What follows belongs to an exercise in optimizing a design on an open flow for small area; a production flow would make more cautious choices.
Only simulation tests tie the RTL to the original design; equivalence was not proved.
Power is estimated from default activity; no workload was simulated.

--- config.mk ---
export PLATFORM = sky130hd
export DESIGN_NAME = reg_file_mp
export DESIGN_NICKNAME = reg_file_mp
export VERILOG_FILES = /design/flow/design.v
export SDC_FILE = /design/flow/constraint.sdc
export NUM_CORES = 4
export LEC_CHECK = 0
export CAP_MARGIN = 20
export CORE_MARGIN = 2
export CORE_UTILIZATION = 30
export SLEW_MARGIN = 20
--- constraint.sdc ---
create_clock -name core_clock -period 5.0 [get_ports {clk}]
set_input_delay 1.0000 -clock core_clock [delete_from_list [all_inputs] [get_ports {clk}]]
set_output_delay 1.0000 -clock core_clock [all_outputs]
set_load 0.01 [all_outputs]
--- design.v ---
module reg_file_mp #(
  parameter int XLEN  = 32,
  parameter int NREGS = 32,
  parameter int NRD   = 2,
  localparam int AW   = $clog2(NREGS)
) (
  input  logic              clk,
  input  logic              rst,
  input  logic [NRD*AW-1:0] rs_addr,
  output logic [NRD*XLEN-1:0] rs_data,
  output logic [NRD-1:0]    rs_busy,
  input  logic              we,
  input  logic [AW-1:0]     rd,
  input  logic [XLEN-1:0]   rd_v,
  input  logic              alloc,
  input  logic [AW-1:0]     alloc_rd,
  output logic [AW:0]       busy_cnt
);
  logic [XLEN-1:0]     regs [NREGS];
  logic [NREGS-1:0]    busy;
  logic [NREGS-1:0]    busy_nxt;
  logic                wr_hit;
  logic                al_hit;
  logic                cnt_inc;
  logic                cnt_dec;
  logic [NRD*XLEN-1:0] rdat_nxt;
  logic [NRD-1:0]      rbsy_nxt;
  always_comb begin
    wr_hit   = we && (rd != '0);
    al_hit   = alloc && (alloc_rd != '0);
    busy_nxt = busy;
    if (wr_hit)
      busy_nxt[rd] = 1'b0;
    if (al_hit)
      busy_nxt[alloc_rd] = 1'b1;
    cnt_inc = al_hit && !busy[alloc_rd];
    cnt_dec = wr_hit && busy[rd] &&
              !(al_hit && (alloc_rd == rd));
  end
  always_ff @(posedge clk or posedge rst) begin
    if (rst) begin
      for (int i = 0; i < NREGS; i++)
        regs[i] <= '0;
      busy     <= '0;
      busy_cnt <= '0;
    end else begin
      if (wr_hit)
        regs[rd] <= rd_v;
      busy <= busy_nxt;
      unique case ({cnt_inc, cnt_dec})
        2'b10:   busy_cnt <= busy_cnt + 1'b1;
        2'b01:   busy_cnt <= busy_cnt - 1'b1;
        default: busy_cnt <= busy_cnt;
      endcase
    end
  end
  for (genvar g = 0; g < NRD; g++) begin : g_rd
    logic [AW-1:0]   ra;
    logic [XLEN-1:0] d;
    logic            b;
    assign ra = rs_addr[g*AW +: AW];
    always_comb begin
      d = regs[ra];
      b = busy[ra];
      if (ra == '0) begin
        d = '0;
        b = 1'b0;
      end
    end
    assign rdat_nxt[g*XLEN +: XLEN] = d;
    assign rbsy_nxt[g]              = b;
  end
  always_ff @(posedge clk or posedge rst) begin
    if (rst) begin
      rs_data <= '0;
      rs_busy <= '0;
    end else begin
      rs_data <= rdat_nxt;
      rs_busy <= rbsy_nxt;
    end
  end
endmodule
--- run.sh ---
#!/bin/bash
# synth_recipe.tcl (not shown) runs the flow's synth.tcl, then flattens the netlist and writes it again
# the make line also repeats each setting of config.mk as NAME=value (left out here)
make -C /OpenROAD-flow-scripts/flow DESIGN_CONFIG=/design/flow/config.mk WORK_HOME=/design/flow/orfs CLKGATE_MAP_FILE= SYNTH_SCRIPT=/design/flow/synth_recipe.tcl finish
==> reports/results.txt, run 1 <==
Measured in cells, the most critical reg-to-reg path has a length of 12. Share of total power in sequential cells: 0.479. For the finished layout, the period the worst path requires is 4.09 ns.

TritonCTS built the clock tree. After routing the design area is 64,100 sq um. Dividing the detail-routed via count by the number of cells gives 6.65.

The share of the cycle needed by the critical path after routing is 0.819. The tools report the count of synthesis-stage warnings from yosys as 2. The setup slack after layout is 0.905 ns. The main combinational cell family by area after synthesis was multiplexers. The largest area contributor in the synthesized netlist was sky130_fd_sc_hd__dfrtp_1. The startpoint-to-endpoint class of the critical path is in -> reg. The tools report the worst hold path startpoint as regs[19][31]$_DFFE_PP0P_. Area share of fa/ha/maj cells after synthesis: 0.00383. The flow ran to the end and the layout has no timing, DRC or antenna violations. In this run, post-CTS repair resized a total of 0 instances.

In this run, the number of DRC markers left after iteration 0 of detailed routing was 9,013. After detailed routing, the wire length on met1 is 96,800 um. 128 I/O pins were placed.

For the static leakage power, the log shows 27.4 nW. Yosys mapped a number of flops with a built-in enable equal to 0. By area the synthesized netlist is led by sky130_fd_sc_hd__dfrtp_1 (51%), sky130_fd_sc_hd__mux2_2 (18%), sky130_fd_sc_hd__a22oi_1 (11%).

The clock arrives with 0.0369 ns of skew. Terminating pin of the worst hold path: regs[19][31]$_DFFE_PP0P_. The setup TNS is 0 ns, and the worst vdd rail ir drop is 0.357 mV. The share of total power in the clock network is 0.371. The maximum fanout encountered on the critical timing path was 8. The area share of and/or/nand/nor cells after synthesis is 0.0671. The run gives 3 as the maximum count of clock buffers along a single path. The portion of synthesized cell area occupied by the leading cell type works out to 0.506.

Based on the critical path, the design can be clocked at up to 244 MHz. The fraction of final layout cells with drive strength greater than 1 came out at 0.311. Entering global routing, the biggest net connects 142 pins. The post-detailed-route wirelength per cell is 37.8 um. Maximum level of the CTS H-tree: 3. Net switching fraction of the power: 0.293. Setup repair after global routing left no endpoint under its margin. The routed design uses 38,400 um of met3 wire. Die area: 184,000 sq um.

The total power divided by cell area is 406 nW/um^2, and the total detailed-routing wirelength is 270,000 um. The origin of the critical flop-to-flop path is busy[15]$_DFF_PP0_. Post-synthesis async set-or-reset flop share: 1.00. The run gives 7.61 mW as the switching power summed over all nets. Relative to the synthesized area, the layout overhead comes to 18.2%. The half-perimeter wire length of the detailed placement result was 165,000 um; the post-route worst hold slack was 0.517 ns.

The signal on the critical path passes through clkdlybuf4s50_1 > mux4_2 > mux4_2 > nor2_1 > a31oi_1 > nand2b_1 > ha_1 > ha_1 > a21o_1 > a21oi_1 > o41ai_1 > nor4_1 > xnor2_1. Final estimated routing congestion in global placement: 0.984. The parity-gate share of the synthesized area counting xor and xnor cells works out to 0.00307. The synthesized design contains 1,096 register bits. In this run the vertical extent of the chip is 429 um. The tree is rooted in a sky130_fd_sc_hd__clkbuf_16. Count of cells along the worst hold path: 1. The internal power of the cells totals 18.4 mW. The compound-cell area share of the yosys netlist works out to 0.157.

The worst min-delay path category is reg -> reg. Synthesis handed over a netlist of 4,573 instances. The post-CTS clock slew at the launch and capture registers of the worst setup and hold paths is 0.06 ns. For the final-stage net count, the log shows 4,724. The run gives 156 as the number of rows in the core area. Uppermost metal layer occupied by signal nets: met5. Setup violations remaining at the end of the flow were counted as 0.

In this run the post-CTS setup repair buffer count came out at 0. The number of antenna violations at the first check in global routing was 14. The most frequently used flop master after synthesis was sky130_fd_sc_hd__dfrtp_1. In this run the register-to-register setup slack is 1.43 ns. The worst reg2reg path endpoint is busy_cnt[5]$_DFFE_PP0P_.

The final max-slew violation count is 0, and the share of synthesized area occupied by flip-flops and latches is 0.506. Clock tree synthesis found a total of 1,096 sinks. The floorplan step set the die width to 429 um. The number of clock buffers added by TritonCTS is 117. The detail route stage leaves a number of antenna-violating nets equal to 0.

The total global routing overflow was 0. In this run the cell area measured after placement is 59,900 sq um. The cell family contributing the most delay on the critical path was multiplexers. For the number of fill cells in the layout, the log shows 17,600.

The logs give 45,700 for the via count of the first global-routing pass and 10 for the length of the first detailed-routing pass in iterations. Timing analysis after detailed placement gives a worst setup slack of 0.0656 ns. The worst-case headroom to the max-slew limit is 0.177. Category of the worst setup path launch point: a primary input. The starting density of the core is 0.301. The first global-routing pass estimated 370,000 um of wire. Summing over every cut layer, the via total after detailed routing is 47,400.

The buffers plus inverters on the worst setup path works out to 1. The completed layout was analyzed and its total power is 26.0 mW. The number of hold buffers added after CTS was 0.

In this run the mean area of a mapped cell was 11.9 sq um. The hold violation total from the final report was 0; the proportion of synthesized area in mux cells was 0.223. The largest single stage delay on the critical path is 0.69 ns. For the pin with the worst max-slew slack, the measured transition is 1.23 ns.

Residual DRC count: 0. The worst setup path is captured at a register. The tools report the overall routing resource usage as 0.282.

The region available for standard cell placement spans 180,000 sq um. The slowest library cell on the worst path is sky130_fd_sc_hd__clkdlybuf4s50_1. The number of max-cap violations was 0.

The required time of the worst setup path is 5.71 ns. The area of the mapped netlist was 54,200 sq um. Clock latency on the worst-skew pair, taken at its later pin, is 0.79 ns. The count of buffers added on input and output ports is 127.

Synthesis instantiated 73 different standard cells from the library. After detailed routing, the met2 layer carries 112,000 um of wire. The part of the total power dissipated in combinational logic was 0.150; the data arrival at the endpoint of the critical path was 4.81 ns.
[power groups by stage]
stage / sequential (mW) / combinational, mW / clock [mW]
2_1_floorplan: 11.9 / 2.52 / 0
3_3_place_gp: 12.4 / 3.73 / 0
3_5_place_dp: 12.5 / 3.84 / 0
4_1_cts: 12.3 / 3.86 / 9.64
5_1_grt: 12.6 / 4.15 / 10.0
6_report: 12.5 / 3.90 / 9.63
[placed cells by master, fill, tap and decap left out, types with 18 or more instances in the layout]
master / instances
sky130_fd_sc_hd__o21ai_0: 86
sky130_fd_sc_hd__mux2_1: 142
sky130_fd_sc_hd__a21oi_1: 160
sky130_fd_sc_hd__dfrtp_1: 1096
sky130_fd_sc_hd__a31oi_1: 21
sky130_fd_sc_hd__inv_1: 25
sky130_fd_sc_hd__bufinv_16: 18
sky130_fd_sc_hd__clkbuf_16: 120
sky130_fd_sc_hd__nor2_4: 69
sky130_fd_sc_hd__nor2_1: 73
sky130_fd_sc_hd__a22oi_1: 814
sky130_fd_sc_hd__clkdlybuf4s50_1: 113
sky130_fd_sc_hd__buf_4: 198
sky130_fd_sc_hd__nand4_1: 107
sky130_fd_sc_hd__nor3_1: 65
sky130_fd_sc_hd__clkbuf_8: 27
sky130_fd_sc_hd__buf_12: 74
sky130_fd_sc_hd__nand2_1: 231
sky130_fd_sc_hd__nand3_1: 59
sky130_fd_sc_hd__nor4_1: 31
sky130_fd_sc_hd__clkinv_2: 21
sky130_fd_sc_hd__a222oi_1: 35
sky130_fd_sc_hd__mux2_2: 851
sky130_fd_sc_hd__nand2_2: 20
sky130_fd_sc_hd__mux4_2: 33
[metal layers]
metal,global-route usage,up-vias
li1,-,17600
met1,0.353,23900
met2,0.411,4429
met3,0.101,1421
met4,0.183,18
met5,0.00390,-
[through the flow]
step / instances / util
5_1_grt: 7123 / 0.356
3_5_place_dp: 6903 / 0.332
3_3_place_gp: 6902 / 0.332
6_report: 7127 / 0.356
2_1_floorplan: 4573 / -
4_1_cts: 7121 / 0.356
[Yosys cell counts (66+ instances only)]
| master | n |
|---|---|
| sky130_fd_sc_hd__nor3_1 | 66 |
| sky130_fd_sc_hd__nand4_1 | 107 |
| sky130_fd_sc_hd__a21oi_1 | 160 |
| sky130_fd_sc_hd__clkbuf_1 | 181 |
| sky130_fd_sc_hd__o21ai_0 | 86 |
| sky130_fd_sc_hd__a22oi_1 | 814 |
| sky130_fd_sc_hd__dfrtp_1 | 1096 |
| sky130_fd_sc_hd__nand2_1 | 249 |
| sky130_fd_sc_hd__mux2_1 | 142 |
| sky130_fd_sc_hd__nor2_1 | 117 |
| sky130_fd_sc_hd__buf_2 | 211 |
| sky130_fd_sc_hd__mux2_2 | 851 |
[registers in the layout (all words and copies together) (netlist names)]
signal,flops
busy_cnt,6
regs,992
rs_data,64
busy,32
rs_busy,2
[kinds of logic after synthesis]
kind of cell    after synthesis
mux                        1042
fa+ha+maj                    16
compound gates             1199
xor+xnor                     19
flops                      1096
buf+inv                     464
simple gates                737
[final cells by class]
class                      instances  area, sq um  area share
clock inverter                    54          779      0.0122
multi-input combinational       3013        25200       0.393
inverter                          26          101     0.00158
clock buffer                     164         3440      0.0537
timing repair buffer             398         4190      0.0653
tap                             2370         2970      0.0463
antenna                            6         15.0    0.000234
sequential                      1096        27400       0.428
[worst max path at each step]
stage                     start                 endpoint  slack [ns]  cells after the start
floorplan                   rst        busy[0]$_DFF_PP0_      -11.12                      1
global placement    alloc_rd[0]  busy_cnt[5]$_DFFE_PP0P_      -0.002                     13
detailed placement  alloc_rd[0]  busy_cnt[5]$_DFFE_PP0P_        0.07                     13
CTS                 alloc_rd[0]  busy_cnt[5]$_DFFE_PP0P_        0.85                     13
global route        alloc_rd[0]  busy_cnt[5]$_DFFE_PP0P_        0.56                     16
finish              alloc_rd[0]  busy_cnt[5]$_DFFE_PP0P_        0.91                     13
==> run 2, diff against run 1 <==
==> design.v (replaced) <==
module rf_aoi3 (
  input  logic [2:0] s,
  input  logic [2:0] d,
  output logic       y_n
);
  assign y_n = ~|(s & d);
endmodule
module rf_aoi2 (
  input  logic [1:0] s,
  input  logic [1:0] d,
  output logic       y_n
);
  assign y_n = ~|(s & d);
endmodule
module rf_aoi1 (
  input  logic s,
  input  logic d,
  output logic y_n
);
  assign y_n = ~(s & d);
endmodule
module rf_rdbit #(
  parameter int N = 31
) (
  input  logic [N-1:0] s,
  input  logic [N-1:0] d,
  output logic         y
);
  localparam int N3 = N / 3;
  localparam int NR = N % 3;
  localparam int NG = N3 + (NR != 0 ? 1 : 0);
  logic [NG-1:0] yn;
  for (genvar k = 0; k < N3; k++) begin : g_aoi
    rf_aoi3 u (.s(s[3*k +: 3]), .d(d[3*k +: 3]), .y_n(yn[k]));
  end
  if (NR == 2) begin : g_r2
    rf_aoi2 u (.s(s[3*N3 +: 2]), .d(d[3*N3 +: 2]), .y_n(yn[N3]));
  end else if (NR == 1) begin : g_r1
    rf_aoi1 u (.s(s[3*N3]), .d(d[3*N3]), .y_n(yn[N3]));
  end
  assign y = ~&yn;
endmodule
module reg_file_mp #(
  parameter int XLEN  = 32,
  parameter int NREGS = 32,
  parameter int NRD   = 2,
  localparam int AW   = $clog2(NREGS)
) (
  input  logic              clk,
  input  logic              rst,
  input  logic [NRD*AW-1:0] rs_addr,
  output logic [NRD*XLEN-1:0] rs_data,
  output logic [NRD-1:0]    rs_busy,
  input  logic              we,
  input  logic [AW-1:0]     rd,
  input  logic [XLEN-1:0]   rd_v,
  input  logic              alloc,
  input  logic [AW-1:0]     alloc_rd,
  output logic [AW:0]       busy_cnt
);
  logic [XLEN-1:0]     regs [1:NREGS-1];
  logic [NREGS-1:1]    valid;
  logic [NREGS-1:1]    busy;
  logic [NREGS-1:1]    wr_dec;
  logic [NREGS-1:1]    al_dec;
  logic                cnt_inc;
  logic                cnt_dec;
  logic [NRD*XLEN-1:0] rdat_nxt;
  logic [NRD-1:0]      rbsy_nxt;
  always_comb begin
    for (int i = 1; i < NREGS; i++) begin
      wr_dec[i] = we && (rd == AW'(i));
      al_dec[i] = alloc && (alloc_rd == AW'(i));
    end
    cnt_inc = |(al_dec & ~busy);
    cnt_dec = |(wr_dec & busy & ~al_dec);
  end
  always_ff @(posedge clk) begin
    for (int i = 1; i < NREGS; i++)
      if (wr_dec[i])
        regs[i] <= rd_v;
  end
  always_ff @(posedge clk or posedge rst) begin
    if (rst) begin
      valid    <= '0;
      busy     <= '0;
      busy_cnt <= '0;
    end else begin
      valid <= valid | wr_dec;
      busy  <= (busy & ~wr_dec) | al_dec;
      unique case ({cnt_inc, cnt_dec})
        2'b10:   busy_cnt <= busy_cnt + 1'b1;
        2'b01:   busy_cnt <= busy_cnt - 1'b1;
        default: busy_cnt <= busy_cnt;
      endcase
    end
  end
  for (genvar g = 0; g < NRD; g++) begin : g_rd
    logic [AW-1:0]    ra;
    logic [NREGS-1:1] sel;
    logic [NREGS-1:1] sel_v;
    assign ra = rs_addr[g*AW +: AW];
    always_comb
      for (int i = 1; i < NREGS; i++)
        sel[i] = (ra == AW'(i));
    assign sel_v = sel & valid;
    for (genvar j = 0; j < XLEN; j++) begin : g_bit
      logic [NREGS-1:1] col;
      for (genvar i = 1; i < NREGS; i++) begin : g_col
        assign col[i] = regs[i][j];
      end
      rf_rdbit #(.N(NREGS-1)) u_bit (.s(sel_v), .d(col), .y(rdat_nxt[g*XLEN + j]));
    end
    rf_rdbit #(.N(NREGS-1)) u_busy (.s(sel), .d(busy), .y(rbsy_nxt[g]));
  end
  always_ff @(posedge clk or posedge rst) begin
    if (rst) begin
      rs_data <= '0;
      rs_busy <= '0;
    end else begin
      rs_data <= rdat_nxt;
      rs_busy <= rbsy_nxt;
    end
  end
endmodule
--- a/config.mk
+++ b/config.mk
@@ -9,3 +9,5 @@
 export CORE_MARGIN = 2
 export CORE_UTILIZATION = 30
 export SLEW_MARGIN = 20
+export SYNTH_HIERARCHICAL = 1
+export SYNTH_MINIMUM_KEEP_SIZE = 0
==> reports/results.txt, run 2 <==
The final-stage net count was 3,011 (-36%); the final estimated routing congestion in global placement was 0.906 (-7.9%). The startpoint identified for the worst register-to-register timing path is busy[6]$_DFF_PP0_. The share of synthesized area occupied by flip-flops and latches was 0.745 (+0.239); the hold violation total from the final report was 0 (unchanged). The tools report the residual DRC count as 0 (unchanged). The total global routing overflow came out at 0 (unchanged).

The combined flip-flop and latch cell area was 33,100 sq um (+21%); the post-detailed-route wirelength per cell was 34.9 um (-7.6%). The total clock buffers created by CTS was 110 (-6.0%); the number of input and output port buffers inserted was 127 (unchanged). The die area was 151,000 sq um (-18%).

Largest incremental delay on the critical path: 0.72 ns (+0.03 ns). For the highest clock rate, the log shows 236 MHz (-3.4%). The startpoint-to-endpoint class of the critical path is in -> reg.

The pin count of the biggest net entering global routing is 72 (-49%), and the post-synthesis async set-or-reset flop share is 0.119 (-0.881). The run gives 1,126 (+2.7%) as the count of clock tree sinks. Broken down by cell family, the worst path's largest delay share belongs to simple AND/OR/NAND/NOR gates. The tools report the count of synthesis-stage warnings from yosys as 8 (+6).

The overall routing resource usage was 0.221 (-0.0619); the number of max-cap violations was 0 (unchanged). The run gives 2,632 (-42%) as the gate count after technology mapping. For the final max-slew violation count, the log shows 0 (unchanged). The largest area contributor in the synthesized netlist was sky130_fd_sc_hd__edfxtp_1. The placeable core area was 147,000 sq um (-18%). For the data arrival at the endpoint of the critical path, the log shows 4.83 ns (+0.02 ns).

STA classifies the critical path startpoint as a primary input. Worst reg2reg path endpoint: busy_cnt[5]$_DFFE_PP0P_. For the number of placed I/O pins, the log shows 128 (unchanged).

Leaving out fill and tap cells, the most frequent cells in the layout are sky130_fd_sc_hd__edfxtp_1 (992), sky130_fd_sc_hd__a222oi_1 (660), sky130_fd_sc_hd__nand4_1 (143), sky130_fd_sc_hd__dfrtp_1 (134), sky130_fd_sc_hd__clkdlybuf4s50_1 (124). The min-delay analysis places its worst path in the category reg -> reg. The filler-free cell count of the finished design came out at 4,978 (-30%). Setup repair after global routing left no endpoint under its margin.

Fraction of final layout cells with drive strength greater than 1: 0.130 (-0.181). For the required time of the worst setup path, the log shows 5.59 ns (-0.12 ns). The time the final worst path needs with I/O delays and setup works out to 4.24 ns (+0.145 ns). Number of antenna violations at the first check in global routing: 13 (-1). The maximum count of clock buffers along a single path was 3 (unchanged); the number of rows in the core area was 141 (-9.6%). The largest registers in the layout are regs: 992 flops, rs_data: 64 flops. For the starting density of the core, the log shows 0.302 (+0.000682). Most frequently used flop master after synthesis: sky130_fd_sc_hd__edfxtp_1.

Buffers plus inverters on the worst setup path: 1 (unchanged). TritonCTS built the clock tree. The share of the cycle needed by the critical path after routing works out to 0.848 (+0.0290). The run gives 44,500 sq um (-18%) as the area of the mapped netlist.

For hold timing, the worst endpoint is valid[8]$_DFF_PP0_. The logic depth of the worst register-to-register path is 11 (-1), and the post-route clock skew is 0.0368 ns (-0.000134 ns). The run finished with no timing, DRC or antenna violations.

The number of vias after detailed routing is 33,500 (-29%), and the clock latency at the later pin of the worst-skew pair is 0.74 ns (-0.05 ns). Most used standard cell by instance count after synthesis: sky130_fd_sc_hd__edfxtp_1. For the static leakage power, the log shows 17.1 nW (-38%). The commonest cells after synthesis are sky130_fd_sc_hd__edfxtp_1 (992), sky130_fd_sc_hd__a222oi_1 (660), sky130_fd_sc_hd__nand4_1 (143).

Ranked by total cell area, the synthesized netlist is headed by sky130_fd_sc_hd__edfxtp_1 (67%), sky130_fd_sc_hd__a222oi_1 (15%), sky130_fd_sc_hd__dfrtp_1 (7.5%). The half-perimeter wire length of the detailed placement result was 101,000 um (-39%); the average via count per standard cell was 6.73 (+1.3%). The logs give 13,900 (-21%) for the number of fill cells in the layout and 0.293 mV (-18%) for the worst vdd rail ir drop. The most common cell after layout, fill and taps aside was sky130_fd_sc_hd__edfxtp_1. The signal on the critical path passes through clkdlybuf4s50_1 > or4b_1 > a311oi_1 > nor3b_1 > nor4_1 > nand4_1 > ha_1 > ha_1 > a21o_1 > a21oi_1 > nand4b_1 > nand4_1 > xor2_1. The die span in x works out to 389 um (-9.3%).

STA classifies the critical path endpoint as a register. The largest register by flop count is regs. The total detailed-routing wirelength is 174,000 um (-35%). Number of setup violations in the final report: 0 (unchanged).

The tools report the number of buffers added for setup after CTS as 0 (unchanged). The flip-flop count of the largest register after layout is 992 (unchanged), and the setup TNS is 0 ns (unchanged). The multi-input gate area in the final layout was 11,300 sq um (-55%); the count of cells along the worst hold path was 1 (unchanged). Via count of the first global-routing pass: 32,600 (-29%). The tools report the worst-case headroom to the max-slew limit as 0.107 (-0.0705). For the hold-fix buffer count after cts, the log shows 0 (unchanged).

The height of the die works out to 389 um (-9.3%). The root buffer cell is sky130_fd_sc_hd__clkbuf_16. The portion of synthesized cell area occupied by the leading cell type came out at 0.670 (+0.164).

Maximum fanout encountered on the critical timing path: 8 (unchanged). The synthesized area divided by synthesized cell count is 16.9 sq um (+43%), and the total power divided by cell area is 389 nW/um^2 (-4.1%). The logs give 13 (+3) for the length of the first detailed-routing pass in iterations and 0 (unchanged) for the post-cts gate resize count.

Worst hold path startpoint: valid[8]$_DFF_PP0_. The post-CTS clock slew at the launch and capture registers of the worst setup and hold paths came out at 0.06 ns (about the same). The count of flip-flops with a built-in enable after synthesis was 992 (+992).

For the maximum level of the CTS H-tree, the log shows 3 (unchanged). The number of flip-flops and latches in the synthesized netlist was 1,126 (+2.7%). Remaining antenna violation count: 0 (unchanged). The minimum setup slack among reg-to-reg paths was 1.80 ns (+0.37 ns); the count of different cell masters after synthesis was 54 (-26%).

Global-route wire length before repair: 240,000 um (-35%). The slowest stage of the critical path belongs to the cell sky130_fd_sc_hd__or4b_1. The area added between synthesis and finish is 18.9%, and the slew at the pin closest to its max-slew limit is 1.34 ns (+0.107 ns). The iteration-0 DRC count of the detailed router was 8,505 (-5.6%); the cell count after placement was 4,766 (-31%).
## run 2: report_power, final
group,total (mW),internal [mW],switching [mW]
combinational,1.54,0.604,0.939
clock,8.12,4.48,3.64
sequential,10.9,10.6,0.322
total,20.6,15.7,4.90
## run 2: worst max path at each step
stage | startpoint | end | depth (start not counted)
after floorplan | rst | busy[10]$_DFF_PP0_ | 1
after global placement | alloc_rd[4] | busy_cnt[5]$_DFFE_PP0P_ | 13
after detailed placement | alloc_rd[4] | busy_cnt[5]$_DFFE_PP0P_ | 13
after CTS | alloc_rd[4] | busy_cnt[5]$_DFFE_PP0P_ | 13
after global routing | alloc_rd[4] | busy_cnt[5]$_DFFE_PP0P_ | 13
final | alloc_rd[4] | busy_cnt[5]$_DFFE_PP0P_ | 13
## run 2: area by class of cell
| type | instances | area share |
|---|---|---|
| antenna | 7 | 0.000331 |
| clock buffer | 145 | 0.0561 |
| clock inverter | 59 | 0.00949 |
| inverter | 23 | 0.00173 |
| multi-input combinational | 1443 | 0.213 |
| sequential | 1126 | 0.627 |
| tap | 1930 | 0.0457 |
| timing repair buffer | 245 | 0.0465 |
## run 2: modules after synthesis (local to each module, per instance), a selection
module,flops+latches,cells,area [sq um],copies in the design
rf_aoi1,0,1,3.75,66
rf_aoi3,0,1,10.0,660
reg_file_mp,1126,1642,36100,1
## run 2: kinds of logic (layout without fill, tap and decap cells)
kind of cell,after synthesis,count (layout),share of synthesized area
fa+ha+maj,6,6,0.00186
buf+inv,63,472,0.00563
simple gates,657,657,0.0818
flops,1126,1126,0.745
other cells,0,7,0
xor+xnor,5,5,0.000985
compound gates,771,771,0.164
mux,4,4,0.000928
## run 2: layer usage
metal | wire length, um | track usage
met5 | 185 | 0.00702
met4 | 9310 | 0.102
met3 | 27100 | 0.0676
met2 | 74200 | 0.328
met1 | 63200 | 0.294
## run 2: stage by stage
| step | area, sq um | setup slack [ns] | power [mW] | utilization | hold slack, ns |
|---|---|---|---|---|---|
| floorplan | 44500 | 0.417 | 11.6 | - | 0.440 |
| global placement | 49400 | 0.0205 | 12.6 | 0.335 | 0.455 |
| detailed placement | 49400 | 0.0290 | 12.6 | 0.335 | 0.457 |
| CTS | 52900 | 0.783 | 20.6 | 0.358 | 0.477 |
| global route | 52900 | 0.582 | 21.1 | 0.358 | 0.493 |
| finish | 52900 | 0.760 | 20.6 | 0.359 | 0.479 |
==> run 3, diff against run 2 <==
--- a/design.v
+++ b/design.v
@@ -40,6 +40,19 @@
   end
   assign y = ~&yn;
 endmodule
+module rf_dec (
+  input  logic       en,
+  input  logic [4:0] a,
+  output logic [31:1] y
+);
+  logic [3:0] lo;
+  logic [7:0] hi;
+  always_comb begin
+    for (int k = 0; k < 4; k++) lo[k] = en && (a[1:0] == 2'(k));
+    for (int k = 0; k < 8; k++) hi[k] = (a[4:2] == 3'(k));
+    for (int i = 1; i < 32; i++) y[i] = lo[i % 4] && hi[i / 4];
+  end
+endmodule
 module reg_file_mp #(
   parameter int XLEN  = 32,
   parameter int NREGS = 32,
@@ -67,14 +80,20 @@
   logic                cnt_dec;
   logic [NRD*XLEN-1:0] rdat_nxt;
   logic [NRD-1:0]      rbsy_nxt;
+  logic al_busy;
+  logic wr_busy;
+  logic al_hit;
+  logic same_rd;
+  rf_rdbit #(.N(NREGS-1)) u_albusy (.s(al_dec), .d(busy), .y(al_busy));
+  rf_rdbit #(.N(NREGS-1)) u_wrbusy (.s(wr_dec), .d(busy), .y(wr_busy));
   always_comb begin
-    for (int i = 1; i < NREGS; i++) begin
-      wr_dec[i] = we && (rd == AW'(i));
-      al_dec[i] = alloc && (alloc_rd == AW'(i));
-    end
-    cnt_inc = |(al_dec & ~busy);
-    cnt_dec = |(wr_dec & busy & ~al_dec);
+    al_hit  = alloc && (alloc_rd != '0);
+    same_rd = alloc && (alloc_rd == rd);
+    cnt_inc = al_hit && !al_busy;
+    cnt_dec = wr_busy && !same_rd;
   end
+  rf_dec u_wdec (.en(we),    .a(rd),       .y(wr_dec));
+  rf_dec u_adec (.en(alloc), .a(alloc_rd), .y(al_dec));
   always_ff @(posedge clk) begin
     for (int i = 1; i < NREGS; i++)
       if (wr_dec[i])
@@ -100,9 +119,7 @@
     logic [NREGS-1:1] sel;
     logic [NREGS-1:1] sel_v;
     assign ra = rs_addr[g*AW +: AW];
-    always_comb
-      for (int i = 1; i < NREGS; i++)
-        sel[i] = (ra == AW'(i));
+    rf_dec u_rdec (.en(1'b1), .a(ra), .y(sel));
     assign sel_v = sel & valid;
     for (genvar j = 0; j < XLEN; j++) begin : g_bit
       logic [NREGS-1:1] col;
--- a/config.mk
+++ b/config.mk
@@ -7,7 +7,9 @@
 export LEC_CHECK = 0
 export CAP_MARGIN = 20
 export CORE_MARGIN = 2
-export CORE_UTILIZATION = 30
+export CORE_UTILIZATION = 45
+export CTS_CLUSTER_DIAMETER = 100
+export CTS_CLUSTER_SIZE = 25
 export SLEW_MARGIN = 20
 export SYNTH_HIERARCHICAL = 1
 export SYNTH_MINIMUM_KEEP_SIZE = 0
==> reports/results.txt, run 3 <==
The length of the first detailed-routing pass in iterations came out at 14 (+1). The final estimated routing congestion in global placement was 0.938 (+3.5%). Final max-slew violation count: 0 (unchanged).

The total global routing overflow is 0 (unchanged). The number of rows in the core area is 114 (-19%). Synthesized area divided by synthesized cell count: 17.4 sq um (+2.7%).

Setup repair after global routing left no endpoint under its margin. Count of different cell masters after synthesis: 36 (-33%). The overall routing resource usage came out at 0.309 (+0.0889). The global-route track usage on met2 was 0.462 (+0.134).

The slowest library cell on the worst path is sky130_fd_sc_hd__clkdlybuf4s50_1. Post-CTS clock slew at the launch and capture registers of the worst setup and hold paths: 0.09 ns (+0.03 ns). The number of vias after detailed routing was 31,600 (-5.6%). The worst min-delay path category was reg -> reg. The number of flip-flops and latches in the synthesized netlist works out to 1,126 (unchanged). The count of synthesis-stage warnings from yosys was 9 (+1).

The iteration-0 DRC count of the detailed router was 7,944 (-6.6%). The average via count per standard cell came out at 7.57 (+12%). The largest register by flop count was regs. Residual DRC count: 0 (unchanged). Time the final worst path needs with I/O delays and setup: 4.37 ns (+0.128 ns).

The starting density of the core was 0.455 (+0.153); the portion of synthesized cell area occupied by the leading cell type was 0.676 (+0.00639). Number of buffers added for setup after CTS: 0 (unchanged). The highest clock rate came out at 229 MHz (-2.9%). The tools report the final-stage net count as 2,918 (-3.1%).

The share of total power in sequential cells came out at 0.635 (+0.105). Post-detailed-route wirelength per cell: 38.1 um (+8.9%). The slew at the pin closest to its max-slew limit came out at 1.18 ns (-0.162 ns). The area growth from synthesis to layout is 12.9%. The tools report the met1 track utilization from global routing as 0.421 (+0.128). The run gives 0 (unchanged) as the remaining antenna violation count. The element type at the critical path end is a register. The height of the die came out at 317 um (-19%). The run gives 2,539 (-3.5%) as the gate count after technology mapping. The number of placed I/O pins is 128 (unchanged).

The number of max-cap violations is 0 (unchanged). The post-route clock skew was 0.0327 ns (-0.00402 ns); the die span in x was 317 um (-19%). The data arrival at the endpoint of the critical path is 4.90 ns (+0.07 ns), and the maximum fanout encountered on the critical timing path is 9 (+1). TritonCTS built the clock tree.

In the layout the commonest cells are sky130_fd_sc_hd__edfxtp_1 (992), sky130_fd_sc_hd__a222oi_1 (680), sky130_fd_sc_hd__nand4_1 (140), sky130_fd_sc_hd__dfrtp_1 (134), sky130_fd_sc_hd__buf_4 (126). The post-synthesis async set-or-reset flop share works out to 0.119 (unchanged). For the share of synthesized area occupied by flip-flops and latches, the log shows 0.752 (+0.00711). sky130_fd_sc_hd__edfxtp_1 takes more of the synthesized area than any other cell.

The worst setup slack after placement is -0.0158 ns (-0.0448 ns). The flow ran to the end and the layout has no timing, DRC or antenna violations. The commonest cells after synthesis are sky130_fd_sc_hd__edfxtp_1 (992), sky130_fd_sc_hd__a222oi_1 (680), sky130_fd_sc_hd__nand4_1 (140).

The worst setup path is launched from a primary input. For the static leakage power, the log shows 16.1 nW (-5.5%). The run gives 3.91 mW (-20%) as the switching power summed over all nets.

The pin count of the biggest net entering global routing was 59 (-18%); the flip-flop count of the largest register after layout was 992 (unchanged). For the required time of the worst setup path, the log shows 5.53 ns (-0.06 ns). Most used routing layer: met2. The fraction of final layout cells with drive strength greater than 1 is 0.104 (-0.0254), and the setup slack after layout is 0.632 ns (-0.128 ns).

The maximum level of the CTS H-tree is 2 (-1), and the post-cts gate resize count is 0 (unchanged). The maximum count of clock buffers along a single path was 3 (unchanged); the share of the cycle needed by the critical path after routing was 0.874 (+0.0256). The buffers plus inverters on the worst setup path was 1 (unchanged). The run gives 100,000 sq um (-34%) as the die area.

The logs give 0 (unchanged) for the hold-fix buffer count after cts and 92,100 um (-9.0%) for the half-perimeter wire length of the detailed placement result. The post-route worst hold slack was 0.484 ns (+0.00428 ns). The tools report the count of clock tree sinks as 1,126 (unchanged). The clock latency at the later pin of the worst-skew pair came out at 0.67 ns (-0.07 ns).

The number of input and output port buffers inserted came out at 127 (unchanged). Clock tree synthesis selected as its root buffer the cell sky130_fd_sc_hd__clkbuf_16. For the via count of the first global-routing pass, the log shows 30,900 (-5.4%). The net switching fraction of the power is 0.230 (-0.00827), and the placeable core area is 96,900 sq um (-34%).

Sorting the synthesized cells by area gives the leading types as sky130_fd_sc_hd__edfxtp_1 (68%), sky130_fd_sc_hd__a222oi_1 (15%), sky130_fd_sc_hd__dfrtp_1 (7.6%). The part of the total power dissipated in combinational logic was 0.070 (-0.005); the total clock buffers created by CTS was 52 (-53%). The count of flip-flops with a built-in enable after synthesis was 992 (unchanged).

The startpoint-to-endpoint class of the critical path is in -> reg. The signal on the critical path passes through clkdlybuf4s50_1 > nand2b_1 > nor2_1 > a222oi_1 > nand4_1 > or3_1 > nor2b_1 > o21ai_0 > ha_1 > ha_1 > o211ai_1 > nor2_1 > mux2_4 > a2111oi_2. Most used standard cell by instance count after synthesis: sky130_fd_sc_hd__edfxtp_1. For this run, the leading register cell type out of synthesis is sky130_fd_sc_hd__edfxtp_1. The run gives 221,000 um (-7.9%) as the global-route wire length before repair. The largest incremental delay on the critical path was 0.55 ns (-0.17 ns); the hold violation total from the final report was 0 (unchanged).

The met3 track demand over resource is 0.0698 (+0.00219). In the final layout, the registers with the most flip-flops are regs: 992 flops, rs_data: 64 flops. Worst vdd rail ir drop: 0.258 mV (-12%). For the internal power contribution, the log shows 13.1 mW (-16%).

The kind of cell with the highest combined delay along the critical path is simple AND/OR/NAND/NOR gates. The worst-case headroom to the max-slew limit is 0.215 (+0.108). The number of setup violations in the final report was 0 (unchanged); the total power divided by cell area was 342 nW/um^2 (-12%). The total detailed-routing wirelength is 159,000 um (-8.5%), and the number of antenna violations at the first check in global routing is 2 (-11).

The share of total power in the clock network came out at 0.295 (-0.100). The library cell used most frequently in the layout, excluding fill and tap cells, is sky130_fd_sc_hd__edfxtp_1. The area of the mapped netlist was 44,100 sq um (-0.95%).
run 3: per-module statistics from Yosys (local to each module, per instance), a selection:
module | area (sq um) | flip-flops and latches | times used | cells
reg_file_mp | 34500 | 1126 | 1 | 1335
rf_aoi1 | 3.75 | 0 | 68 | 1
rf_aoi3 | 10.0 | 0 | 680 | 1
rf_dec | 226 | 0 | 4 | 46
run 3: path summary, 6_finish.rpt:
| check | from | end | slack (ns) | cells after the start |
|---|---|---|---|---|
| max | alloc_rd[0] | busy_cnt[5]$_DFFE_PP0P_ | 0.63 | 14 |
| min | valid[17]$_DFF_PP0_ | valid[17]$_DFF_PP0_ | 0.48 | 1 |
| max reg2reg | busy[7]$_DFF_PP0_ | busy_cnt[5]$_DFFE_PP0P_ | 1.54 | 11 |
| min reg2reg | valid[17]$_DFF_PP0_ | valid[17]$_DFF_PP0_ | 0.48 | 1 |
| max in group asynchronous | rst | rs_data[51]$_DFF_PP0_ | 3.28 | 3 |
| min in group asynchronous | rst | busy_cnt[0]$_DFFE_PP0P_ | 0.82 | 2 |
run 3: stage by stage:
step,utilization,setup TNS [ns],total power [mW],instance area (sq um),instances
3_5_place_dp,0.499,-0.0158,12.2,48300,4078
6_report,0.513,0,17.0,49700,4180
5_1_grt,0.513,0,17.4,49700,4176
3_3_place_gp,0.498,0,12.2,48300,4077
4_1_cts,0.515,0,17.0,49900,4176
2_1_floorplan,-,0,11.4,44200,2554
run 3: area by class of cell:
type                    instances  area [sq um]
diodes                          4          10.0
multi-input cells            1378         11000
inverters                      37           144
flip-flops and latches       1126         33100
repair buffers                261          2230
clock buffers                  92          1470
well taps                    1276          1600
fillers                      7876         47100
clock inverters                 6          98.8
run 3: routing by layer:
| metal | share of wire | vias up |
|---|---|---|
| li1 | - | 12600 |
| met1 | 0.36 | 15800 |
| met2 | 0.44 | 2823 |
| met3 | 0.14 | 400 |
| met4 | 0.064 | 2 |
| met5 | 0.000094 | - |
run 3: cell families (layout without fill, tap and decap cells):
logic type / Yosys count / in the layout / synth area share
AND/OR/NAND/NOR: 620 / 620 / 0.0773
AO/OA/AOI/OAI: 727 / 727 / 0.162
flip-flops: 1126 / 1126 / 0.752
multiplexers: 1 / 1 / 0.000341
adder cells (fa/ha/maj): 6 / 6 / 0.00187
XOR/XNOR: 8 / 8 / 0.00159
buffers and inverters: 50 / 396 / 0.00426
other: 1 / 20 / 0.0000851
run 3: power by group through the flow:
stage          combinational [mW]  clock, mW  sequential (mW)
2_1_floorplan               0.453          0             10.9
3_3_place_gp                 1.16          0             11.0
3_5_place_dp                 1.18          0             11.0
4_1_cts                      1.19       5.05             10.8
5_1_grt                      1.25       5.37             10.8
6_report                     1.18       5.02             10.8
==> run 4, diff against run 3 <==
==> flow/run.sh (new file) <==
#!/bin/bash
# Standard ORFS layout (the standard.sh, standard synthesis unchanged) with these
# changes: ports are buffered with the smallest buffer (buf_1) instead of the cell
# buffer_ports picks by default; CTS builds larger sink clusters and inserts no dummy
# loads; after global routing, non-critical gates are downsized (RECOVER_POWER).
# make's full output goes to standard_make.log; each step's log is under orfs/logs.
set -euo pipefail
cd "$(dirname "$0")/.."
bash standard.sh \
  "BUFFER_PORTS_ARGS=-buffer_cell sky130_fd_sc_hd__buf_1" \
  "CTS_ARGS=-sink_clustering_enable -repair_clock_nets -sink_clustering_size 25 -sink_clustering_max_diameter 100 -dont_use_dummy_load" \
  "RECOVER_POWER=100" \
  finish > standard_make.log 2>&1
==> standard.sh (new file) <==
#!/bin/bash
# synth_recipe.tcl (not shown) runs the flow's synth.tcl, then flattens the netlist and writes it again
# the make line also repeats each setting of config.mk as NAME=value (left out here)
make -C /OpenROAD-flow-scripts/flow DESIGN_CONFIG=/design/flow/config.mk WORK_HOME=/design/flow/orfs CLKGATE_MAP_FILE= SYNTH_SCRIPT=/design/flow/synth_recipe.tcl "${@:-finish}"
--- a/config.mk
+++ b/config.mk
@@ -8,8 +8,6 @@
 export CAP_MARGIN = 20
 export CORE_MARGIN = 2
 export CORE_UTILIZATION = 45
-export CTS_CLUSTER_DIAMETER = 100
-export CTS_CLUSTER_SIZE = 25
 export SLEW_MARGIN = 20
 export SYNTH_HIERARCHICAL = 1
 export SYNTH_MINIMUM_KEEP_SIZE = 0
removed: run.sh
==> reports/results.txt, run 4 <==
The flow ran to the end, but the layout failed its checks. The reasons given for failing layout checks are max-capacitance violations, max-slew violations. For the number of vias after detailed routing, the log shows 31,400 (-0.68%).

The number of rows in the core area was 114 (unchanged). The number of antenna violations at the first check in global routing is 2 (unchanged). Most common cell after layout, fill and taps aside: sky130_fd_sc_hd__edfxtp_1. The placeable core area came out at 96,900 sq um (unchanged). Synthesized area divided by synthesized cell count: 17.4 sq um (unchanged). Among all cell types in the netlist, the one instantiated most often is sky130_fd_sc_hd__edfxtp_1.

The maximum fanout encountered on the critical timing path was 22 (+13); the filler-free cell count of the finished design was 4,132 (-1.1%). Gate count after technology mapping: 2,539 (unchanged). The logs give 0.302 (-0.00729) for the overall routing resource usage and 9 (unchanged) for the count of synthesis-stage warnings from yosys. The setup TNS was 0 ns (unchanged). The logs give 7,954 (+0.13%) for the iteration-0 DRC count of the detailed router and 16.4 mW (-3.4%) for the total design power. The run gives 0.931 (-0.76%) as the final estimated routing congestion in global placement. The commonest cells after synthesis are sky130_fd_sc_hd__edfxtp_1 (992), sky130_fd_sc_hd__a222oi_1 (680), sky130_fd_sc_hd__nand4_1 (140). The area added between synthesis and finish works out to 9.94%. Most repeated library cell on the critical path: sky130_fd_sc_hd__clkbuf_1. Area of the mapped netlist: 44,100 sq um (unchanged). The starting density of the core was 0.455 (unchanged). The number of placed I/O pins was 128 (unchanged). The worst setup path is launched from a primary input.

For the total global routing overflow, the log shows 0 (unchanged). Setup repair after global routing left no endpoint under its margin. The minimum setup slack among reg-to-reg paths is 1.33 ns (-0.21 ns), and the final-stage net count is 2,917 (-0.034%). The portion of synthesized cell area occupied by the leading cell type was 0.676 (unchanged). The worst setup path is captured at a register. The logs give 100,000 sq um (unchanged) for the die area and 91,400 um (-0.83%) for the half-perimeter wire length of the detailed placement result. Remaining antenna violation count: 0 (unchanged).

Final max-slew violation count: 1,421 (+1,421). The hold-fix buffer count after cts was 0 (unchanged). For the worst vdd rail ir drop, the log shows 0.256 mV (-0.55%). The cell family contributing the most delay on the critical path was simple AND/OR/NAND/NOR gates. The worst register-to-register path ends at rs_data[38]$_DFF_PP0_. The slew at the pin closest to its max-slew limit is 3.31 ns (+2.13 ns), and the net switching fraction of the power is 0.227 (-0.00257). The part of the total power dissipated in combinational logic is 0.061 (-0.009). For the via count of the first global-routing pass, the log shows 30,700 (-0.53%). The slowest stage of the critical path belongs to the cell sky130_fd_sc_hd__clkbuf_1. The setup slack after layout is 0.185 ns (-0.447 ns).

The total power divided by cell area is 339 nW/um^2 (-0.86%). The tools report the number of setup violations in the final report as 0 (unchanged). Number of buffers added for setup after CTS: 0 (unchanged).

The count of flip-flops with a built-in enable after synthesis was 992 (unchanged). The average via count per standard cell works out to 7.60 (+0.47%). The maximum count of clock buffers along a single path came out at 3 (unchanged).

The post-synthesis async set-or-reset flop share was 0.119 (unchanged); the number of flip-flops and latches in the synthesized netlist was 1,126 (unchanged). Most frequently used flop master after synthesis: sky130_fd_sc_hd__edfxtp_1. The worst-case headroom to the max-slew limit is -1.21 (-1.42), and the buffers plus inverters on the worst setup path is 2 (+1).

For the pin count of the biggest net entering global routing, the log shows 129 (+120%). Critical path launch point: rs_addr[7]. The flip-flop count of the largest register after layout is 992 (unchanged), and the cell count after placement is 4,078 (unchanged).

The critical path goes through clkbuf_1 > nand4b_1 > nor2_1 > and2_0 > clkbuf_1 > a222oi_1 > nand4_1 > or3_1. Logic depth of the worst register-to-register path: 5 (-6). The largest incremental delay on the critical path was 1.39 ns (+0.84 ns).

Startpoint-to-endpoint class of the critical path: in -> reg. In the layout the commonest cells are sky130_fd_sc_hd__edfxtp_1 (992), sky130_fd_sc_hd__a222oi_1 (680), sky130_fd_sc_hd__nand4_1 (140), sky130_fd_sc_hd__dfrtp_1 (134), sky130_fd_sc_hd__buf_1 (117). The run gives 208 MHz (-9.3%) as the highest clock rate. The logs give 156,000 um (-2.1%) for the total detailed-routing wirelength and 15.4 nW (-4.6%) for the static leakage power.

In this run the clock root is driven by a sky130_fd_sc_hd__clkbuf_16. The logs give 0.66 ns (about the same) for the clock latency at the later pin of the worst-skew pair and 11,000 sq um (-0.17%) for the multi-input gate area in the final layout. The logs give 0 (unchanged) for the hold violation total from the final report and 36 (unchanged) for the count of different cell masters after synthesis. The count of clock tree sinks was 1,126 (unchanged); the switching power summed over all nets was 3.73 mW (-4.5%). The height of the die is 317 um (unchanged), and the combined flip-flop and latch cell area is 33,100 sq um (unchanged). The largest registers in the layout are regs: 992 flops, rs_data: 64 flops. The die span in x works out to 317 um (unchanged).

The tools report the share of total power in the clock network as 0.279 (-0.016). The tightest min-delay check is of the in -> async type. The run gives 7,981 (+1.3%) as the number of fill cells in the layout. Largest register by flop count: regs. The worst register-to-register path begins at valid[20]$_DFF_PP0_. The time the final worst path needs with I/O delays and setup came out at 4.82 ns (+0.447 ns). The length of the first detailed-routing pass in iterations is 13 (-1), and the post-detailed-route wirelength per cell is 37.7 um (-0.99%).

For the total clock buffers created by CTS, the log shows 51 (-1.9%). Required time of the worst setup path: 5.54 ns (about the same). The share of synthesized area occupied by flip-flops and latches came out at 0.752 (unchanged). By area the synthesized netlist is led by sky130_fd_sc_hd__edfxtp_1 (68%), sky130_fd_sc_hd__a222oi_1 (15%), sky130_fd_sc_hd__dfrtp_1 (7.6%). The post-CTS clock slew at the launch and capture registers of the worst setup and hold paths came out at 0.09 ns (about the same).

TritonCTS built the clock tree. The global-route wire length before repair was 217,000 um (-1.9%); the fraction of final layout cells with drive strength greater than 1 was 0.0666 (-0.0379). The residual DRC count was 0 (unchanged); the post-route worst hold slack was 0.360 ns (-0.124 ns). The internal power contribution came out at 12.7 mW (-3.1%). The share of the cycle needed by the critical path after routing was 0.963 (+0.0895). The worst setup slack after placement was 0.205 ns (+0.221 ns); the data arrival at the endpoint of the critical path was 5.36 ns (+0.46 ns).

The run gives 2 (unchanged) as the maximum level of the CTS H-tree. The number of max-cap violations is 43 (+43), and the number of input and output port buffers inserted is 127 (unchanged). The run gives 0.660 (+0.025) as the share of total power in sequential cells. Largest area contributor in the synthesized netlist: sky130_fd_sc_hd__edfxtp_1.

For the post-route clock skew, the log shows 0.0552 ns (+0.0224 ns). The post-cts gate resize count was 0 (unchanged).
run 4: cell count changes in the layout (fill, tap and decap cells not counted), sizes merged:
| cell | before | now |
|---|---|---|
| buf | 163 | 186 |
| bufinv | 1 | 0 |
| clkbuf | 92 | 126 |
| clkdlybuf4s50 | 98 | 0 |
| clkinvlp | 0 | 1 |
| diode | 4 | 3 |
| inv | 42 | 36 |
run 4: modules after synthesis (local to each module, per instance), a selection:
module	times used	cell area (sq um)	cells inside	flip-flops and latches
reg_file_mp	1	34500	1335	1126
rf_aoi1	68	3.75	1	0
rf_aoi3	680	10.0	1	0
rf_dec	4	226	46	0
run 4: power by group through the flow:
| stage | logic (mW) | registers (mW) | clock network, mW |
|---|---|---|---|
| final | 1.01 | 10.8 | 4.58 |
| after global routing | 1.07 | 10.9 | 4.94 |
| after CTS | 1.02 | 10.8 | 4.63 |
| after detailed placement | 1.02 | 11.0 | 0 |
| after global placement | 1.00 | 11.0 | 0 |
| after floorplan | 0.453 | 10.9 | 0 |
run 4: cells by family (layout without fill, tap and decap cells):
group / after synthesis / after routing / share of synthesized area
flops: 1126 / 1126 / 0.752
compound gates: 727 / 727 / 0.162
simple gates: 620 / 620 / 0.0773
buf+inv: 50 / 349 / 0.00426
xor+xnor: 8 / 8 / 0.00159
fa+ha+maj: 6 / 6 / 0.00187
other cells: 1 / 19 / 0.0000851
mux: 1 / 1 / 0.000341
run 4: worst max-delay path by stage:
stage / endpoint / slack (ns) / cells after the start
floorplan: busy_cnt[5]$_DFFE_PP0P_ / 0.02 / 14
global placement: busy_cnt[5]$_DFFE_PP0P_ / 0.24 / 14
detailed placement: busy_cnt[5]$_DFFE_PP0P_ / 0.21 / 14
CTS: busy_cnt[5]$_DFFE_PP0P_ / 0.84 / 14
global route: rs_data[38]$_DFF_PP0_ / 0.39 / 8
finish: rs_data[38]$_DFF_PP0_ / 0.18 / 8
run 4: worst reg2reg max path, cell delays in order, from the launching register on:
cell	delay [ns]
sky130_fd_sc_hd__dfrtp_1	0.38
sky130_fd_sc_hd__and2_0	0.95
sky130_fd_sc_hd__clkbuf_1	1.41
sky130_fd_sc_hd__a222oi_1	0.26
sky130_fd_sc_hd__nand4_1	0.36
sky130_fd_sc_hd__or3_1	0.24
run 4: layer usage:
layer,part of all wire,vias to the layer above,GRT usage
met3,0.14,427,0.0592
met2,0.44,2788,0.466
met5,0.000071,-,0
met1,0.36,15700,0.411
li1,-,12500,-
met4,0.060,2,0.153
run 4: layout make-up:
cell class,count,share of cell area
inverters,37,0.00289
clock buffers,51,0.0263
multi-input cells,1378,0.227
repair buffers,261,0.0261
well taps,1276,0.0330
flip-flops and latches,1126,0.684
diodes,3,0.000155
run 4: through the flow:
step,instance area (sq um),util
finish,48400,0.500
global route,48400,0.500
CTS,48700,0.503
detailed placement,47400,0.490
global placement,47400,0.490
floorplan,44200,-
==> run 5, diff against run 4 <==
==> flow/run.sh (replaced) <==
#!/bin/bash
# Standard ORFS layout (the standard.sh, standard synthesis unchanged) with two
# changes: ports are buffered with the smallest buffer (buf_1) instead of the cell
# buffer_ports picks by default, and CTS builds larger sink clusters and inserts no
# dummy loads. make's full output goes to standard_make.log; each step's log is
# under orfs/logs.
set -euo pipefail
cd "$(dirname "$0")/.."
bash standard.sh \
  "BUFFER_PORTS_ARGS=-buffer_cell sky130_fd_sc_hd__buf_1" \
  "CTS_ARGS=-sink_clustering_enable -repair_clock_nets -sink_clustering_size 25 -sink_clustering_max_diameter 100 -dont_use_dummy_load" \
  finish > standard_make.log 2>&1
--- a/config.mk
+++ b/config.mk
@@ -7,7 +7,7 @@
 export LEC_CHECK = 0
 export CAP_MARGIN = 20
 export CORE_MARGIN = 2
-export CORE_UTILIZATION = 45
+export CORE_UTILIZATION = 55
 export SLEW_MARGIN = 20
 export SYNTH_HIERARCHICAL = 1
 export SYNTH_MINIMUM_KEEP_SIZE = 0
==> reports/results.txt, run 5 <==
The maximum count of clock buffers along a single path was 3 (unchanged); the data arrival at the endpoint of the critical path was 4.74 ns (-0.62 ns). The number of input and output port buffers inserted was 127 (unchanged). The post-detailed-route wirelength per cell works out to 40.2 um (+6.7%). The portion of synthesized cell area occupied by the leading cell type was 0.676 (unchanged); the area of the mapped netlist was 44,100 sq um (unchanged). The design area was 48,000 sq um (-0.80%). The run gives 0 ns (unchanged) as the setup TNS. Setup repair after global routing left no endpoint under its margin. The logs give 0.752 (unchanged) for the share of synthesized area occupied by flip-flops and latches and 0.368 (+0.0658) for the overall routing resource usage. The worst vdd rail ir drop is 0.276 mV (+7.6%).

The run gives 155,000 um (-0.67%) as the total detailed-routing wirelength. The category of the worst setup path launch point was a primary input. Post-CTS clock slew at the launch and capture registers of the worst setup and hold paths: 0.09 ns (about the same). The critical path in this run is classified as in -> reg. The highest clock rate was 237 MHz (+14%); the flip-flop count of the largest register after layout was 992 (unchanged). The synthesized area divided by synthesized cell count is 17.4 sq um (unchanged). The run gives 2,860 (-2.0%) as the final-stage net count. The run gives 1,126 (unchanged) as the count of clock tree sinks. Share of the cycle needed by the critical path after routing: 0.843 (-0.120). Logic depth of the worst register-to-register path: 11 (+6). The slew at the pin closest to its max-slew limit is 1.23 ns (-2.07 ns), and the post-synthesis async set-or-reset flop share is 0.119 (unchanged).

The count of flip-flops with a built-in enable after synthesis was 992 (unchanged). The run finished with no timing, DRC or antenna violations. The average via count per standard cell was 8.09 (+6.5%). The total global routing overflow is 0 (unchanged).

For the number of placed I/O pins, the log shows 128 (unchanged). For the placeable core area, the log shows 79,100 sq um (-18%). Counting stages on the worst path, the most repeated cell is sky130_fd_sc_hd__ha_1. The run gives 15.4 nW (+0.16%) as the static leakage power. Yosys attributes the largest share of cell area to sky130_fd_sc_hd__edfxtp_1 (68%), sky130_fd_sc_hd__a222oi_1 (15%), sky130_fd_sc_hd__dfrtp_1 (7.6%). By count the netlist is led by sky130_fd_sc_hd__edfxtp_1 (992), sky130_fd_sc_hd__a222oi_1 (680), sky130_fd_sc_hd__nand4_1 (140). The residual DRC count is 0 (unchanged). For the clock latency at the later pin of the worst-skew pair, the log shows 0.63 ns (-0.03 ns).

The total power divided by cell area is 341 nW/um^2 (+0.67%). The largest registers in the layout are regs: 992 flops, rs_data: 64 flops. Time the final worst path needs with I/O delays and setup: 4.21 ns (-0.602 ns). The tools report the element type at the critical path end as a register.

The most common cell in the synthesized netlist is sky130_fd_sc_hd__edfxtp_1. Die area: 82,400 sq um (-18%). The via count of the first global-routing pass came out at 30,500 (-0.55%). The logs give 0 (unchanged) for the number of buffers added for setup after CTS and 0 (unchanged) for the hold-fix buffer count after cts. The critical path goes through buf_1 > nand4bb_1 > nor2_4 > a222oi_1 > nand4_1 > or3_1 > inv_1 > a31oi_1 > ha_1 > ha_1 > o211ai_1 > nor2_1 > mux2_4 > a2111oi_2. The tools report the number of antenna violations at the first check in global routing as 2 (unchanged).

The largest incremental delay on the critical path works out to 0.50 ns (-0.89 ns). Number of rows in the core area: 103 (-9.6%). In this run the clock root is driven by a sky130_fd_sc_hd__clkbuf_16. The global-route wire length before repair came out at 215,000 um (-0.78%). For this design, the slowest cell found on the critical path is sky130_fd_sc_hd__nand4bb_1.

The post-route clock skew came out at 0.0550 ns (-0.000113 ns). The run gives 9 (unchanged) as the count of synthesis-stage warnings from yosys. The logs give 16.4 mW (-0.13%) for the total design power and 0.955 (+2.7%) for the final estimated routing congestion in global placement. The number of flip-flops and latches in the synthesized netlist was 1,126 (unchanged); the worst-case headroom to the max-slew limit was 0.177 (+1.38). Fraction of final layout cells with drive strength greater than 1: 0.0944 (+0.0278). The remaining antenna violation count is 0 (unchanged), and the post-cts gate resize count is 0 (unchanged).

The area added between synthesis and finish is 9.06%. Of all cell types, the one taking the most synthesized area is sky130_fd_sc_hd__edfxtp_1. The worst min-delay path category is in -> async. The die span in x was 287 um (-9.4%).

Among all flip-flop cells after synthesis, the most frequent one is sky130_fd_sc_hd__edfxtp_1. The run gives 46,800 sq um (-1.4%) as the instance area at placement. The top cell types in the final layout, fill and taps aside, are sky130_fd_sc_hd__edfxtp_1 (992), sky130_fd_sc_hd__a222oi_1 (680), sky130_fd_sc_hd__nand4_1 (140), sky130_fd_sc_hd__dfrtp_1 (134), sky130_fd_sc_hd__buf_1 (120). The maximum level of the CTS H-tree is 2 (unchanged), and the number of vias after detailed routing is 31,100 (-0.88%). TritonCTS built the clock tree. The run gives 70 (-46%) as the pin count of the biggest net entering global routing. The iteration-0 DRC count of the detailed router was 7,606 (-4.4%).

The height of the die was 287 um (-9.4%). Most common cell after layout, fill and taps aside: sky130_fd_sc_hd__edfxtp_1. More flip-flops sit in one register than any other, and that register is regs. The final max-slew violation count was 0 (-100%); the length of the first detailed-routing pass in iterations was 11 (-2). The run gives 88,000 um (-3.7%) as the half-perimeter wire length of the detailed placement result. The count of different cell masters after synthesis was 36 (unchanged); the maximum fanout encountered on the critical timing path was 9 (-59%).

The gate count after technology mapping is 2,539 (unchanged). The logs give 0 (unchanged) for the number of setup violations in the final report and 0 (-100%) for the number of max-cap violations. For the required time of the worst setup path, the log shows 5.53 ns (about the same). The run gives 0 (unchanged) as the hold violation total from the final report.

The logs give 51 (unchanged) for the total clock buffers created by CTS and 0.557 (+0.102) for the starting density of the core.
==> run 5: area by class of cell <==
type / instances / area (sq um)
Antenna cell: 1 / 2.50
Fill cell: 5930 / 31100
Inverter: 37 / 144
Sequential cell: 1126 / 33100
Timing Repair Buffer: 204 / 1080
Clock buffer: 51 / 1280
Tap cell: 1050 / 1310
Multi-Input combinational cell: 1378 / 11100
==> run 5: power by group <==
group	internal, mW	total, mW	leakage [nW]	switching (mW)
Combinational	0.337	1.04	4.13	0.708
Clock	1.82	4.56	0.628	2.73
Sequential	10.5	10.8	10.6	0.275
Total	12.7	16.4	15.4	3.72
==> run 5: per-module statistics from Yosys, one instance, submodules excluded, excerpt <==
module | cells inside | flip-flops and latches | times used | cell area, sq um
reg_file_mp | 1335 | 1126 | 1 | 34500
rf_dec | 46 | 0 | 4 | 226
rf_aoi3 | 1 | 0 | 680 | 10.0
rf_aoi1 | 1 | 0 | 68 | 3.75
==> run 5: kinds of logic (layout without fill, tap and decap cells) <==
family,Yosys count,in the layout,share of synthesized area
other cells,1,17,0.0000851
fa+ha+maj,6,6,0.00187
flops,1126,1126,0.752
compound gates,727,727,0.162
simple gates,620,620,0.0773
xor+xnor,8,8,0.00159
mux,1,1,0.000341
buf+inv,50,292,0.00426
==> run 5: final timing paths <==
| path | from | endpoint | slack, ns |
|---|---|---|---|
| min in group core_clock | valid[25]$_DFF_PP0_ | valid[25]$_DFF_PP0_ | 0.49 |
| worst min-delay path | rst | busy_cnt[1]$_DFFE_PP0P_ | 0.47 |
| worst min register to register | valid[25]$_DFF_PP0_ | valid[25]$_DFF_PP0_ | 0.49 |
| max in group asynchronous | rst | rs_data[52]$_DFF_PP0_ | 3.62 |
| worst max-delay path | rd[3] | busy_cnt[5]$_DFFE_PP0P_ | 0.79 |
| worst max register to register | busy[19]$_DFF_PP0_ | busy_cnt[5]$_DFFE_PP0P_ | 1.40 |
==> run 5: routing by layer <==
| layer | up-vias | global-route usage | share of wire |
|---|---|---|---|
| li1 | 12400 | - | - |
| met1 | 15600 | 0.498 | 0.35 |
| met2 | 2727 | 0.562 | 0.45 |
| met3 | 407 | 0.0753 | 0.14 |
| met4 | 4 | 0.206 | 0.064 |
| met5 | - | 0 | 0.00016 |
==> run 5: critical path, delay by kind of cell <==
| kind | cells | cell delay [ns] |
|---|---|---|
| buffers and inverters | 2 | 0.40 |
| AOI/OAI and AO/OA | 4 | 0.84 |
| and+or+nand+nor | 5 | 1.39 |
| muxes | 1 | 0.34 |
| adders and majority gates | 2 | 0.77 |
==> run 5: per-stage QoR <==
stage | hold WS (ns) | setup slack (ns) | std cells | utilization
after floorplan | 0.445 | 0.0247 | 2554 | -
after global placement | 0.459 | 0.261 | 3794 | 0.591
after detailed placement | 0.467 | 0.194 | 3795 | 0.591
after CTS | 0.493 | 0.855 | 3846 | 0.607
after global routing | 0.513 | 0.569 | 3846 | 0.607
final | 0.470 | 0.787 | 3847 | 0.607

[separate check: timing with driven ports]
Ports are ideal in the flow. The routed layouts listed here were re-timed in OpenROAD. Step 1 sets driving cells, clkbuf_16 on the clock port and buf_2 on the other inputs (assumed; they add their load-dependent delay and slew). Step 2 also shifts input and output timing later by t, the mid clock arrival at the registers, as if the neighbouring blocks saw the same clock. Slacks: ideal ports / drivers / drivers and shift; pairs: ideal ports / drivers.
run	shift t [ns]	setup slack, ns	worst hold slack (ns)
run 1	0.859	0.905 / 0.966 / 0.107	0.517 / 0.517 / 0.517
run 2	0.785	0.760 / 0.800 / 0.015	0.479 / 0.479 / 0.479
run 3	0.713	0.632 / 0.675 / -0.038	0.484 / 0.484 / 0.484
run 4	0.695	0.185 / 0.228 / -0.467	0.360 / 0.308 / 0.485
run 5	0.684	0.787 / 0.825 / 0.141	0.470 / 0.423 / 0.490
For run 1, which loses most, drivers alone change the setup slack by +0.061 ns; drivers and shift together by -0.798 ns.
